This is an optimization exercise on Yosys and OpenROAD, whose aim is small area, not a production implementation.
In this exercise RTL edits were held to simulation tests only and were not proved equivalent to the original.
Power is estimated from default activity; no workload was simulated.

before:
==> flow/design.v <==
`timescale 1ns/1ps
module absdiff3 (input logic [2:0] x, input logic [2:0] y, output logic [2:0] a, output logic neg);
    logic b1, p1, d1, b2, p2, d2, t1, t2;
    g_xor2  u0 (.a(x[0]), .b(y[0]), .y(a[0]));
    g_nor2b u1 (.a(x[0]), .bn(y[0]), .y(b1));
    g_xor2  u2 (.a(x[1]), .b(y[1]), .y(p1));
    g_xor2  u3 (.a(p1), .b(b1), .y(d1));
    g_mux2  u4 (.s(p1), .a0(b1), .a1(y[1]), .y(b2));
    g_xor2  u5 (.a(x[2]), .b(y[2]), .y(p2));
    g_xor2  u6 (.a(p2), .b(b2), .y(d2));
    g_mux2  u7 (.s(p2), .a0(b2), .a1(y[2]), .y(neg));
    g_and2  u8 (.a(neg), .b(a[0]), .y(t1));
    g_xor2  u9 (.a(d1), .b(t1), .y(a[1]));
    g_o21a  u10 (.a1(a[0]), .a2(d1), .b(neg), .y(t2));
    g_xor2  u11 (.a(d2), .b(t2), .y(a[2]));
endmodule
module legal_glue (input logic [2:0] ah, input logic [2:0] av, input logic vneg, input logic [2:0] sr,
                   input logic side, input logic [2:0] skind, input logic dst_empty, input logic mid_empty, output logic legal);
    wire hle1 = !(ah[2] | ah[1]);
    wire vle1 = !(av[2] | av[1]);
    wire h0 = hle1 & !ah[0];
    wire h1 = hle1 & ah[0];
    wire v0 = vle1 & !av[0];
    wire v1 = vle1 & av[0];
    wire h2 = !ah[2] & ah[1] & !ah[0];
    wire v2 = !av[2] & av[1] & !av[0];
    wire diag = (ah == av);
    wire line = h0 | v0;
    wire fwd  = side ^ vneg;
    wire home = (sr == {!side, !side, side});
    wire pawn = (h0 & dst_empty & fwd & (v1 | (v2 & home & mid_empty))) | (h1 & fwd & v1 & !dst_empty);
    wire knight = (h2 & v1) | (h1 & v2);
    wire king = hle1 & vle1;
    wire [2:0] k = skind;
    assign legal = (!k[2] & !k[1] & pawn) | (!k[2] & k[1] & !k[0] & knight)
                 | (k[0] & (k[1] ^ k[2]) & diag) | (k[2] & !k[1] & line) | (k[2] & k[1] & king);
endmodule
module g_inv   (input logic a, output logic y); assign y = !a; endmodule
module g_xor2  (input logic a, b, output logic y); assign y = a ^ b; endmodule
module g_xnor2 (input logic a, b, output logic y); assign y = !(a ^ b); endmodule
module g_nand2 (input logic a, b, output logic y); assign y = !(a & b); endmodule
module g_nor2  (input logic a, b, output logic y); assign y = !(a | b); endmodule
module g_and2  (input logic a, b, output logic y); assign y = a & b; endmodule
module g_or2   (input logic a, b, output logic y); assign y = a | b; endmodule
module g_nor2b (input logic a, bn, output logic y); assign y = !a & bn; endmodule
module g_nand3 (input logic a, b, c, output logic y); assign y = !(a & b & c); endmodule
module g_nor3  (input logic a, b, c, output logic y); assign y = !(a | b | c); endmodule
module g_and3  (input logic a, b, c, output logic y); assign y = a & b & c; endmodule
module g_and4  (input logic a, b, c, d, output logic y); assign y = a & b & c & d; endmodule
module g_nand4 (input logic a, b, c, d, output logic y); assign y = !(a & b & c & d); endmodule
module g_mux2  (input logic s, a0, a1, output logic y); assign y = s ? a1 : a0; endmodule
module g_o21a  (input logic a1, a2, b, output logic y); assign y = (a1 | a2) & b; endmodule
module g_a21oi (input logic a1, a2, b, output logic y); assign y = !((a1 & a2) | b); endmodule
module g_o21ai (input logic a1, a2, b, output logic y); assign y = !((a1 | a2) & b); endmodule
module g_a22oi (input logic a1, a2, b1, b2, output logic y); assign y = !((a1 & a2) | (b1 & b2)); endmodule
module g_a222oi (input logic a1, a2, b1, b2, c1, c2, output logic y); assign y = !((a1 & a2) | (b1 & b2) | (c1 & c2)); endmodule
`timescale 1ns/1ps
module dec3n (
    input  logic [2:0] a,
    output logic [7:0] yn
);
    for (genvar r = 0; r < 8; r++) begin : g
        assign yn[r] = !(a == 3'(r));
    end
endmodule
module dec3n_f (
    input  logic [2:0] a,
    input  logic       force_all,
    output logic [7:0] yn
);
    for (genvar r = 0; r < 8; r++) begin : g
        assign yn[r] = !(force_all || a == 3'(r));
    end
endmodule
module nor2_cell (
    input  logic a,
    input  logic b,
    output logic y
);
    assign y = !(a || b);
endmodule
module aoi222_cell (
    input  logic a0, b0, a1, b1, a2, b2,
    output logic y
);
    assign y = !((a0 && b0) || (a1 && b1) || (a2 && b2));
endmodule
module onehot64 (
    input  logic [7:0]  rn,
    input  logic [7:0]  cn,
    output logic [63:0] oh
);
    for (genvar i = 0; i < 64; i++) begin : g
        nor2_cell u (.a(rn[i / 8]), .b(cn[i % 8]), .y(oh[i]));
    end
endmodule
module rd_bit (
    input  logic [63:0] oh,
    input  logic [63:0] d,
    output logic        y
);
    logic [21:0] t;
    for (genvar k = 0; k < 21; k++) begin : g
        aoi222_cell u (
            .a0(oh[3 * k]),     .b0(d[3 * k]),
            .a1(oh[3 * k + 1]), .b1(d[3 * k + 1]),
            .a2(oh[3 * k + 2]), .b2(d[3 * k + 2]),
            .y (t[k])
        );
    end
    assign t[21] = !(oh[63] && d[63]);
    assign y = !(&t);
endmodule
module board_read (
    input  logic [5:0]   a,
    input  logic [255:0] board,
    output logic [3:0]   q
);
    logic [7:0]  rn, cn;
    logic [63:0] oh;
    dec3n    u_row (.a(a[5:3]), .yn(rn));
    dec3n    u_col (.a(a[2:0]), .yn(cn));
    onehot64 u_oh  (.rn(rn), .cn(cn), .oh(oh));
    for (genvar b = 0; b < 4; b++) begin : g
        logic [63:0] d;
        for (genvar i = 0; i < 64; i++) begin : s
            assign d[i] = board[4 * i + b];
        end
        rd_bit u (.oh(oh), .d(d), .y(q[b]));
    end
endmodule
module board_port (
    input  logic [5:0]   a,
    input  logic         force_all,
    input  logic [255:0] board,
    output logic [63:0]  we,
    output logic [3:0]   q
);
    logic [7:0] rn, cn;
    dec3n_f  u_row (.a(a[5:3]), .force_all(force_all), .yn(rn));
    dec3n_f  u_col (.a(a[2:0]), .force_all(force_all), .yn(cn));
    onehot64 u_oh  (.rn(rn), .cn(cn), .oh(we));
    for (genvar b = 0; b < 4; b++) begin : g
        logic [63:0] d;
        for (genvar i = 0; i < 64; i++) begin : s
            assign d[i] = board[4 * i + b];
        end
        rd_bit u (.oh(we), .d(d), .y(q[b]));
    end
endmodule
`timescale 1ns/1ps
module chess_top #(
    parameter logic [5:0] CURSOR_START = {3'd6, 3'd4}  
) (
    input  logic       CLK,
    input  logic       RESET,
    input  logic       cmd_req,
    input  logic [2:0] cmd,         
    input  logic [5:0] peek_sq,     
    output logic       cmd_ack,
    output logic [3:0] peek_piece,  
    output logic [5:0] cursor,      
    output logic [5:0] selected,    
    output logic       piece_held,
    output logic       side         
);
    localparam logic [255:0] INIT =
        256'h42365324111111110000000000000000000000000000000099999999cabedbac;
    logic [1:0]   st;
    logic [2:0]   op;      
    logic [2:0]   skind;   
    logic         fresh;   
    logic [255:0] board;
    wire busy = st[1];
    always_ff @(posedge CLK or posedge RESET) begin
        if (RESET) begin
            cmd_ack <= 1'b0;
            op      <= 3'd7;
        end else begin
            cmd_ack <= cmd_req && (cmd_ack || !busy);
            op      <= (!cmd_ack && cmd_req && !busy) ? cmd : 3'd7;
        end
    end
    function automatic logic [2:0] inc3(input logic [2:0] x);
        case (x)
            3'd0: inc3 = 3'd1; 3'd1: inc3 = 3'd2; 3'd2: inc3 = 3'd3; 3'd3: inc3 = 3'd4;
            3'd4: inc3 = 3'd5; 3'd5: inc3 = 3'd6; default: inc3 = 3'd7;
        endcase
    endfunction
    function automatic logic [2:0] dec3(input logic [2:0] x);
        case (x)
            3'd7: dec3 = 3'd6; 3'd6: dec3 = 3'd5; 3'd5: dec3 = 3'd4; 3'd4: dec3 = 3'd3;
            3'd3: dec3 = 3'd2; 3'd2: dec3 = 3'd1; default: dec3 = 3'd0;
        endcase
    endfunction
    always_ff @(posedge CLK or posedge RESET) begin
        if (RESET) begin
            cursor <= CURSOR_START;
        end else begin
            case (op)
                3'd0: cursor[2:0] <= dec3(cursor[2:0]);
                3'd1: cursor[2:0] <= inc3(cursor[2:0]);
                3'd2: cursor[5:3] <= dec3(cursor[5:3]);
                3'd3: cursor[5:3] <= inc3(cursor[5:3]);
                default: ;
            endcase
        end
    end
    wire       sel_pulse = (op == 3'd4);
    wire       erase     = (st == 2'd3);
    wire       write     = (st == 2'd2);
    wire [2:0] pa_row    = erase ? selected[5:3]
                         : (write || sel_pulse) ? cursor[5:3]
                         : (side ? 3'd2 : 3'd5);
    wire [2:0] pa_col    = erase ? selected[2:0] : cursor[2:0];
    wire [63:0] we;
    wire [3:0]  cur;
    logic       mid_empty;
    board_port u_port (.a({pa_row, pa_col}), .force_all(fresh), .board(board), .we(we), .q(cur));
    always_ff @(posedge CLK) begin
        if (!sel_pulse)
            mid_empty <= fresh || (cur[2:0] == 3'd0);
    end
    wire       dst_empty = (cur[2:0] == 3'd0);
    wire       cur_own   = !dst_empty && (cur[3] == side);
    wire [2:0] ah, av;
    wire       hneg, vneg;
    logic      legal;
    absdiff3   u_h (.x(cursor[2:0]), .y(selected[2:0]), .a(ah), .neg(hneg));
    absdiff3   u_v (.x(cursor[5:3]), .y(selected[5:3]), .a(av), .neg(vneg));
    legal_glue u_g (
        .ah(ah), .av(av), .vneg(vneg), .sr(selected[5:3]), .side(side), .skind(skind),
        .dst_empty(dst_empty), .mid_empty(mid_empty), .legal(legal)
    );
    wire select_hit = sel_pulse;
    wire pick       = select_hit && cur_own;  
    always_ff @(posedge CLK or posedge RESET) begin
        if (RESET) begin
            st       <= 2'd0;
            side     <= 1'b0;
            selected <= '0;
        end else begin
            if (pick)
                selected <= cursor;
            case (st)
                2'd0: if (pick) st <= 2'd1;
                2'd1: if (select_hit && !cur_own && legal) st <= 2'd2;
                2'd2: st <= 2'd3;
                2'd3: begin
                    side <= !side;
                    st   <= 2'd0;
                end
            endcase
        end
    end
    always_ff @(posedge CLK) begin
        if (pick)
            skind <= cur[2:0];
    end
    assign piece_held = (st == 2'd1);
    always_ff @(posedge CLK or posedge RESET) begin
        if (RESET) fresh <= 1'b1;
        else       fresh <= 1'b0;
    end
    wire [3:0] wd = write ? {side, skind} : erase ? 4'd0 : cur;
    wire [3:0] wd0 = wd & {4{!fresh}};
    wire [3:0] wd1 = wd | {4{fresh}};
    always_ff @(posedge CLK) begin
        for (int i = 0; i < 64; i++) begin
            if (we[i])
                for (int b = 0; b < 4; b++)
                    board[4 * i + b] <= INIT[4 * i + b] ? wd1[b] : wd0[b];
        end
    end
    wire [3:0] peek_q;
    board_read u_peek (.a(peek_sq), .board(board), .q(peek_q));
    assign peek_piece = fresh ? INIT[{peek_sq, 2'b00} +: 4] : peek_q;
endmodule
Settings: LEC_CHECK=0, CAP_MARGIN=20, CELL_PAD_IN_SITES_DETAIL_PLACEMENT=1, CELL_PAD_IN_SITES_GLOBAL_PLACEMENT=1, CORE_MARGIN=2, CORE_UTILIZATION=40, CTS_BUF_LIST=sky130_fd_sc_hd__clkbuf_16, CTS_CLUSTER_DIAMETER=100, CTS_CLUSTER_SIZE=20, SLEW_MARGIN=20, SYNTH_HIERARCHICAL=1, SYNTH_MINIMUM_KEEP_SIZE=0; clock period 5.5 ns.
standard.sh (not shown) runs the stock make flow with config.mk's settings and CLKGATE_MAP_FILE= SYNTH_SCRIPT=/design/flow/synth_recipe.tcl, a recipe that flattens the netlist after the stock synthesis.
==> flow/flow/run.sh <==
#!/bin/bash
# The standard layout (standard.sh), with two changes passed to ORFS through
# its environment: port buffers are buf_2 cells instead of the delay buffer
# buffer_ports picks on its own, and clock tree synthesis adds no dummy loads.
# Every tool's full output stays in ORFS's own log folder (orfs/logs); the
# make output goes to standard.log.
set -uo pipefail
export BUFFER_PORTS_ARGS="-buffer_cell sky130_fd_sc_hd__buf_2"
export CTS_ARGS="-sink_clustering_enable -repair_clock_nets -dont_use_dummy_load -buf_list sky130_fd_sc_hd__clkbuf_16 -sink_clustering_size 20 -sink_clustering_max_diameter 100"
bash standard.sh > standard.log 2>&1
Here is what was changed in the inputs of after compared with before.
--- a/flow/design.v
+++ b/flow/design.v
@@ -61,17 +61,18 @@
 );
     for (genvar r = 0; r < 8; r++) begin : g
         assign yn[r] = !(a == 3'(r));
     end
 endmodule
-module dec3n_f (
+module dec3n_en (
     input  logic [2:0] a,
+    input  logic       en,
     input  logic       force_all,
     output logic [7:0] yn
 );
     for (genvar r = 0; r < 8; r++) begin : g
-        assign yn[r] = !(force_all || a == 3'(r));
+        assign yn[r] = !(force_all || (en && a == 3'(r)));
     end
 endmodule
 module nor2_cell (
     input  logic a,
     input  logic b,
@@ -127,28 +128,20 @@
             assign d[i] = board[4 * i + b];
         end
         rd_bit u (.oh(oh), .d(d), .y(q[b]));
     end
 endmodule
-module board_port (
-    input  logic [5:0]   a,
-    input  logic         force_all,
-    input  logic [255:0] board,
-    output logic [63:0]  we,
-    output logic [3:0]   q
+module board_wsel (
+    input  logic [5:0]  a,
+    input  logic        en,
+    input  logic        force_all,
+    output logic [63:0] we
 );
     logic [7:0] rn, cn;
-    dec3n_f  u_row (.a(a[5:3]), .force_all(force_all), .yn(rn));
-    dec3n_f  u_col (.a(a[2:0]), .force_all(force_all), .yn(cn));
+    dec3n_en u_row (.a(a[5:3]), .en(en),   .force_all(force_all), .yn(rn));
+    dec3n_en u_col (.a(a[2:0]), .en(1'b1), .force_all(force_all), .yn(cn));
     onehot64 u_oh  (.rn(rn), .cn(cn), .oh(we));
-    for (genvar b = 0; b < 4; b++) begin : g
-        logic [63:0] d;
-        for (genvar i = 0; i < 64; i++) begin : s
-            assign d[i] = board[4 * i + b];
-        end
-        rd_bit u (.oh(we), .d(d), .y(q[b]));
-    end
 endmodule
 `timescale 1ns/1ps
 module chess_top #(
     parameter logic [5:0] CURSOR_START = {3'd6, 3'd4}  
 ) (
@@ -166,21 +159,24 @@
 );
     localparam logic [255:0] INIT =
         256'h42365324111111110000000000000000000000000000000099999999cabedbac;
     logic [1:0]   st;
     logic [2:0]   op;      
+    logic         selp;    
     logic [2:0]   skind;   
     logic         fresh;   
     logic [255:0] board;
     wire busy = st[1];
     always_ff @(posedge CLK or posedge RESET) begin
         if (RESET) begin
             cmd_ack <= 1'b0;
             op      <= 3'd7;
+            selp    <= 1'b0;
         end else begin
             cmd_ack <= cmd_req && (cmd_ack || !busy);
             op      <= (!cmd_ack && cmd_req && !busy) ? cmd : 3'd7;
+            selp    <= !cmd_ack && cmd_req && !busy && cmd == 3'd4;
         end
     end
     function automatic logic [2:0] inc3(input logic [2:0] x);
         case (x)
             3'd0: inc3 = 3'd1; 3'd1: inc3 = 3'd2; 3'd2: inc3 = 3'd3; 3'd3: inc3 = 3'd4;
@@ -204,21 +200,15 @@
                 3'd3: cursor[5:3] <= inc3(cursor[5:3]);
                 default: ;
             endcase
         end
     end
-    wire       sel_pulse = (op == 3'd4);
-    wire       erase     = (st == 2'd3);
-    wire       write     = (st == 2'd2);
-    wire [2:0] pa_row    = erase ? selected[5:3]
-                         : (write || sel_pulse) ? cursor[5:3]
-                         : (side ? 3'd2 : 3'd5);
-    wire [2:0] pa_col    = erase ? selected[2:0] : cursor[2:0];
-    wire [63:0] we;
-    wire [3:0]  cur;
-    logic       mid_empty;
-    board_port u_port (.a({pa_row, pa_col}), .force_all(fresh), .board(board), .we(we), .q(cur));
+    wire       sel_pulse = selp;
+    wire [2:0] rd_row    = sel_pulse ? cursor[5:3] : (side ? 3'd2 : 3'd5);
+    wire [3:0] cur;
+    logic      mid_empty;
+    board_read u_cur (.a({rd_row, cursor[2:0]}), .board(board), .q(cur));
     always_ff @(posedge CLK) begin
         if (!sel_pulse)
             mid_empty <= fresh || (cur[2:0] == 3'd0);
     end
     wire       dst_empty = (cur[2:0] == 3'd0);
@@ -260,11 +250,14 @@
     assign piece_held = (st == 2'd1);
     always_ff @(posedge CLK or posedge RESET) begin
         if (RESET) fresh <= 1'b1;
         else       fresh <= 1'b0;
     end
-    wire [3:0] wd = write ? {side, skind} : erase ? 4'd0 : cur;
+    wire [5:0]  wa = st[0] ? selected : cursor;
+    wire [3:0]  wd = st[0] ? 4'd0 : {side, skind};
+    wire [63:0] we;
+    board_wsel u_wsel (.a(wa), .en(busy), .force_all(fresh), .we(we));
     wire [3:0] wd0 = wd & {4{!fresh}};
     wire [3:0] wd1 = wd | {4{fresh}};
     always_ff @(posedge CLK) begin
         for (int i = 0; i < 64; i++) begin
             if (we[i])
==> results.txt <==
- When after is set beside before, its count of cells resized by post-cts repair turns out to be 4 smaller.
- Comparing utilization for after and before, the smaller number came from after.
- Diff after and before: final worst hold slack higher in before
- after vs before, area growth from synthesis to layout went down by 4.7 points.
- Floorplan die width in after vs before: up 1.3%
- Taking before as the reference, in after sequential power +about 17%, required time at the endpoint of the critical path fell by 1480 ps, worst setup slack up 140 ps.
- Flops: after more than before
- Between before and after, the flow reports cell count increasing by a few percent.
- Cell area | after vs before | after smaller

what the ideal ports hide:
In the flow no input, the clock included, has a driving cell. The finished layouts below were timed again as built, in two steps.
Step 1, drivers: a clkbuf_16 drives CLK and a buf_2 each remaining input, both assumed.
Step 2, shift: input delay + t, output delay - t, t = (earliest + latest rising clock arrival at the registers) / 2. This alone moves slack from input paths to output paths.
Slacks: ideal / step 1 / step 2; pairs: ideal / step 1.
| run | t, ns | slack for setup (ns) | clock arrival spread, ns | cell pins on the clock port's net |
|---|---|---|---|---|
| before | 0.546 | 0.243 / 0.243 / 0.243 | 0.035 / 0.035 | 1 |
| after | 0.556 | 0.380 / 0.349 / 0.349 | 0.026 / 0.026 | 1 |
After both steps every run listed still meets setup and hold. The setup slack of after, which loses most, moves by -0.031 ns with the drivers and by -0.031 ns with both steps.
